From an optimization exercise on the open Yosys and OpenROAD flow, aimed at small area; shortcuts taken in it are not production practice.
The RTL was checked by simulation tests, not by an equivalence proof against the original design.
The clock port is modelled as an ideal driver, which makes a skipped or thinned clock tree look cheaper than it is; a real chip needs a root buffer or a tree.
Power figures rest on the tool's default switching activity, not on a simulated workload.

==> trial 81 <==
## vga_top
module vga_top (
    input  wire logic   pixelclk,
    input  wire logic   rst,
    output logic [2:0]  rgb,         
    output logic        hsync,
    output logic        vsync
);
export LEC_CHECK = 0
export CAP_MARGIN = 20
export CORE_MARGIN = 2
export CORE_UTILIZATION = 60
export SLEW_MARGIN = 20
export RECOVER_POWER = 100
export BUFFER_PORTS_ARGS = -buffer_cell sky130_fd_sc_hd__buf_1
create_clock -name core_clock -period 15.0 [get_ports {pixelclk}]
standard.sh (not shown) runs the stock make flow with config.mk's settings and CLKGATE_MAP_FILE= SYNTH_SCRIPT=/design/flow/synth_recipe.tcl, a recipe that flattens the netlist after the stock synthesis.
==> flow/flow/run.sh <==
#!/bin/bash
# Layout flow:
#  1. the standard synthesis (standard.sh synth), unchanged;
#  2. the combinational logic of its netlist re-mapped for area with ABC's
#     default liberty flow (reabc.tcl); flip-flops, their names and cell types
#     are kept exactly as the standard synthesis made them;
#  3. standard ORFS floorplan and placement, with the smallest buffer on the
#     ports;
#  4. a flat clock tree (cts.tcl) instead of TritonCTS: the clock port drives
#     three clkbuf_16, each at the centre of a third of the flip-flops;
#  5. standard ORFS routing and finishing, with power recovery (downsizing of
#     non-critical gates) after global routing.
# Each tool's output goes to a log file in this folder.
set -euo pipefail
cat >> config.mk <<'EOF'
export RECOVER_POWER = 100
export BUFFER_PORTS_ARGS = -buffer_cell sky130_fd_sc_hd__buf_1
EOF
R=orfs/results/sky130hd/vga_top/base
bash standard.sh synth > synth.log 2>&1
cp $R/1_2_yosys.v std_1_2_yosys.v
export LIBFILE=$FLOW_HOME/platforms/sky130hd/lib/sky130_fd_sc_hd__tt_025C_1v80.lib
export FFCELLS=flow/ffcells.txt
export IN_V=std_1_2_yosys.v
export OUT_V=$R/1_2_yosys.v
export DONT_USE_ARGS="$(sed -n '/DONT_USE_CELLS/,/^$/p' $FLOW_HOME/platforms/sky130hd/config.mk | grep -o 'sky130_fd_sc_hd__[a-z0-9_]*' | sed 's/^/-dont_use /' | tr '\n' ' ')"
yosys -c flow/reabc.tcl > reabc.log 2>&1
rm -f $R/1_synth.odb $R/1_synth.sdc
bash standard.sh place > place.log 2>&1
IN_DB=$R/3_place.odb IN_SDC=$R/3_place.sdc OUT_DB=$R/4_1_cts.odb OUT_SDC=$R/4_cts.sdc \
  CTS_NBUF=3 CTS_BUFCELL=sky130_fd_sc_hd__clkbuf_16 \
  openroad -no_init -exit flow/cts.tcl > cts.log 2>&1
bash standard.sh finish > finish.log 2>&1
==> flow/flow/cts.tcl <==
# Clock tree: the clock port drives NBUF clock buffers directly, each placed
# at the centre of a group of nearby flip-flops and driving that group's clock
# pins. Groups are made by splitting the flip-flops at the median x, then each
# half at the median y (and so on), so they are compact and equal in size.
set platform $::env(FLOW_HOME)/platforms/sky130hd
read_liberty $platform/lib/sky130_fd_sc_hd__tt_025C_1v80.lib
read_db $::env(IN_DB)
read_sdc $::env(IN_SDC)
source $platform/setRC.tcl

set nbuf $::env(CTS_NBUF)
set bufcell $::env(CTS_BUFCELL)
set block [ord::get_db_block]
set clknet [$block findNet pixelclk]
set sinks {}
foreach it [$clknet getITerms] {
  set inst [$it getInst]
  lappend sinks [list $it [lindex [$inst getLocation] 0] [lindex [$inst getLocation] 1]]
}
puts "clock sinks: [llength $sinks]"

proc split_groups {items n axis} {
  if {$n <= 1} { return [list $items] }
  set idx [expr {$axis == 0 ? 1 : 2}]
  set sorted [lsort -integer -index $idx $items]
  set n1 [expr {$n / 2}]
  set cut [expr {int(round([llength $sorted] * double($n1) / $n))}]
  set a [lrange $sorted 0 [expr {$cut - 1}]]
  set b [lrange $sorted $cut end]
  return [concat [split_groups $a $n1 [expr {1 - $axis}]] [split_groups $b [expr {$n - $n1}] [expr {1 - $axis}]]]
}

set groups [split_groups $sinks $nbuf 0]
set master [[ord::get_db] findMaster $bufcell]
set i 0
foreach g $groups {
  set sx 0; set sy 0
  foreach s $g { set sx [expr {$sx + [lindex $s 1]}]; set sy [expr {$sy + [lindex $s 2]}] }
  set cx [expr {int($sx / [llength $g])}]
  set cy [expr {int($sy / [llength $g])}]
  set inst [odb::dbInst_create $block $master "clkbuf_leaf_$i"]
  set net [odb::dbNet_create $block "clknet_leaf_$i"]
  $net setSigType CLOCK
  $inst setLocation $cx $cy
  $inst setPlacementStatus PLACED
  [$inst findITerm A] connect $clknet
  [$inst findITerm X] connect $net
  foreach s $g {
    set it [lindex $s 0]
    $it disconnect
    $it connect $net
  }
  puts "group $i: [llength $g] sinks at ($cx, $cy)"
  incr i
}

set_propagated_clock [all_clocks]
detailed_placement
estimate_parasitics -placement
report_clock_skew
report_worst_slack -min
report_worst_slack -max
repair_timing -hold -verbose
detailed_placement
check_placement -verbose
estimate_parasitics -placement
report_clock_skew
report_worst_slack -min
report_worst_slack -max
set worst 0
foreach pin [get_pins -hierarchical */CLK] { set s [get_property $pin slew_max]; if {$s > $worst} {set worst $s} }
puts "worst flip-flop clock pin slew (placement parasitics): $worst"
write_db $::env(OUT_DB)
write_sdc $::env(OUT_SDC)
==> flow/flow/reabc.tcl <==
# Re-map the combinational logic of the standard synthesis netlist with ABC's
# default liberty flow (which comes out smaller than ORFS's delay-oriented
# script at this relaxed clock). Flip-flop instances, their names and cell
# types are kept exactly as the standard synthesis made them.
yosys -import
set lib $::env(LIBFILE)
read_liberty -ignore_miss_func $lib
foreach c [split [string trim [exec cat $::env(FFCELLS)]]] { blackbox $c }
read_verilog $::env(IN_V)
hierarchy -top vga_top
flatten
opt_clean -purge
techmap
opt -purge
abc -liberty $lib {*}$::env(DONT_USE_ARGS)
opt_clean -purge
hilomap -singleton -hicell sky130_fd_sc_hd__conb_1 HI -locell sky130_fd_sc_hd__conb_1 LO
splitnets
opt_clean -purge
insbuf -buf sky130_fd_sc_hd__buf_4 A X
stat -liberty $lib
write_verilog -noattr -nohex -nodec -selected $::env(OUT_V)
Other scripts of this flow, unchanged in this note and not shown: flow/flow/ffcells.txt
==> trial 34: changes against trial 81 <==
--- a/flow/flow/run.sh
+++ b/flow/flow/run.sh
@@ -8,5 +8,7 @@
 #     ports;
 #  4. a flat clock tree (cts.tcl) instead of TritonCTS: the clock port drives
-#     three clkbuf_16, each at the centre of a third of the flip-flops;
+#     three clkbuf_16 (four if the estimated slew at the flip-flops is over
+#     110 ps with both ways of grouping them), each at the centre of its
+#     group of flip-flops;
 #  5. standard ORFS routing and finishing, with power recovery (downsizing of
 #     non-critical gates) after global routing.
@@ -28,6 +30,11 @@
 rm -f $R/1_synth.odb $R/1_synth.sdc
 bash standard.sh place > place.log 2>&1
-IN_DB=$R/3_place.odb IN_SDC=$R/3_place.sdc OUT_DB=$R/4_1_cts.odb OUT_SDC=$R/4_cts.sdc \
-  CTS_NBUF=3 CTS_BUFCELL=sky130_fd_sc_hd__clkbuf_16 \
-  openroad -no_init -exit flow/cts.tcl > cts.log 2>&1
+for try in 3:0 3:20 4:0; do
+  n=${try%:*}; k=${try#*:}
+  IN_DB=$R/3_place.odb IN_SDC=$R/3_place.sdc OUT_DB=$R/4_1_cts.odb OUT_SDC=$R/4_cts.sdc \
+    CTS_NBUF=$n CTS_KMEANS_ROUNDS=$k CTS_BUFCELL=sky130_fd_sc_hd__clkbuf_16 \
+    openroad -no_init -exit flow/cts.tcl > cts_${n}_$k.log 2>&1
+  slew=$(sed -n 's/^CTS_WORST_SLEW //p' cts_${n}_$k.log)
+  if [ -n "$slew" ] && awk -v s="$slew" 'BEGIN { exit !(s <= 0.110) }'; then break; fi
+done
 bash standard.sh finish > finish.log 2>&1
--- a/flow/flow/cts.tcl
+++ b/flow/flow/cts.tcl
@@ -1,3 +1,3 @@
-# Clock tree: the clock port drives NBUF clock buffers directly, each placed
+# Clock tree: the clock port drives CTS_NBUF clock buffers directly, each placed
 # at the centre of a group of nearby flip-flops and driving that group's clock
 # pins. Groups are made by splitting the flip-flops at the median x, then each
@@ -32,4 +32,28 @@
 
 set groups [split_groups $sinks $nbuf 0]
+# optionally refine the groups with rounds of k-means (nearest centre)
+for {set iter 0} {$iter < $::env(CTS_KMEANS_ROUNDS)} {incr iter} {
+  set cents {}
+  foreach g $groups {
+    set sx 0; set sy 0
+    foreach s $g { set sx [expr {$sx + [lindex $s 1]}]; set sy [expr {$sy + [lindex $s 2]}] }
+    lappend cents [list [expr {$sx / [llength $g]}] [expr {$sy / [llength $g]}]]
+  }
+  set new {}
+  for {set k 0} {$k < $nbuf} {incr k} { lappend new {} }
+  foreach s $sinks {
+    set best 0; set bd 1e30
+    for {set k 0} {$k < $nbuf} {incr k} {
+      set c [lindex $cents $k]
+      set d [expr {abs([lindex $s 1] - [lindex $c 0]) + abs([lindex $s 2] - [lindex $c 1])}]
+      if {$d < $bd} { set bd $d; set best $k }
+    }
+    lset new $best [concat [lindex $new $best] [list $s]]
+  }
+  set ok 1
+  foreach g $new { if {[llength $g] == 0} { set ok 0 } }
+  if {!$ok} { break }
+  set groups $new
+}
 set master [[ord::get_db] findMaster $bufcell]
 set i 0
@@ -71,4 +95,5 @@
 foreach pin [get_pins -hierarchical */CLK] { set s [get_property $pin slew_max]; if {$s > $worst} {set worst $s} }
 puts "worst flip-flop clock pin slew (placement parasitics): $worst"
+puts "CTS_WORST_SLEW $worst"
 write_db $::env(OUT_DB)
 write_sdc $::env(OUT_SDC)
==> flow/flow/reabc.tcl (replaced) <==
# Re-map the combinational logic of the standard synthesis netlist with an
# area-oriented ABC script (the clock is relaxed, so ORFS's delay-oriented
# script spends area for nothing). Flip-flop instances, their names and cell
# types are kept exactly as the standard synthesis made them.
yosys -import
set lib $::env(LIBFILE)
read_liberty -ignore_miss_func $lib
foreach c [split [string trim [exec cat $::env(FFCELLS)]]] { blackbox $c }
read_verilog $::env(IN_V)
hierarchy -top vga_top
flatten
opt_clean -purge
techmap
opt -purge
abc -script {+strash;dc2;&get,-n;&dch,-f;&nf,-a,-R,1000,-F,10,-A,10;&put} -liberty $lib {*}$::env(DONT_USE_ARGS)
opt_clean -purge
hilomap -singleton -hicell sky130_fd_sc_hd__conb_1 HI -locell sky130_fd_sc_hd__conb_1 LO
splitnets
opt_clean -purge
insbuf -buf sky130_fd_sc_hd__buf_4 A X
stat -liberty $lib
write_verilog -noattr -nohex -nodec -selected $::env(OUT_V)
CORE_UTILIZATION = 40   (was 60)
PLACE_DENSITY = 0.75   (was unset)
==> qor summary <==
| item | trial 81 | trial 34 |
|---|---|---|
| Syn Nets | 519 | 484 |
| Clk network pwr share | 17.5% | 19.7% |
| Via total after detailed routing | 3732 | 3435 |
| Launch point of the worst reg-to-reg path | ph[1] | xo[9] |
| Multi-input logic portion of the cell area | 53.15% | 50.88% |
| Clock period minus final worst setup slack | 11.46 ns | 12.02 ns |
| Number of multi-input combinational cells in the layout | 410 | 379 |
| Pre-CTS setup slack | 4.045 ns | 3.220 ns |
| Internal Pwr Total | 0.3750 mW | 0.3855 mW |
| Min setup slack post-route | 3.535 ns | 2.979 ns |
| Placement Rows | 31 | 37 |
| Status | timing/DRC/antenna clean | timing/DRC/antenna clean |
| Sequential power | 0.297 mW | 0.296 mW |
| Arrival time at the worst endpoint | 8.46 ns | 9.02 ns |
| Core occupancy in the finished layout | 64.73% | 44.02% |
| Met2 Routed Length | 4164 um | 4111 um |
| Post-route non-filler standard cell count | 626 | 629 |
| Placed standard-cell area | 4569 sq um | 4444 sq um |
| Initial core utilization | 61.53% | 41.05% |
| Total wire length after detailed routing | 9669 um | 8875 um |
| Highest clock frequency the design can meet | 87.22 MHz | 83.19 MHz |
| Chip Height | 89.79 um | 106.9 um |
| Setup slack on the worst flop-to-flop path | 7.10 ns | 6.37 ns |
| Total Die Area | 8061 sq um | 11430 sq um |
In every run of this note, the design's own scripts or RTL, not TritonCTS, make the clock network.

==> separate check: timing with driven ports <==
How much do the figures lean on ideal ports? The routed layouts below were timed once more, with nothing changed but the port constraints. Step 1, drivers: a clkbuf_16 drives pixelclk and a buf_2 each remaining input, both assumed. Step 2 also shifts input and output timing later by t, the mid clock arrival at the registers, as if the neighbouring blocks saw the same clock. Slacks: ideal / step 1 / step 2; pairs: ideal / step 1.
run	shift t [ns]	setup WS [ns]	worst setup path at the end	worst register clock-pin slew, ns	worst data-port slew with drivers (ns)
trial 81	0.231	3.535 / 3.471 / 3.702	register to output	0.12 / 0.12	0.03
trial 34	0.231	2.979 / 2.899 / 3.131	register to output	0.09 / 0.09	0.03
After both steps setup and hold are still met in every run listed.
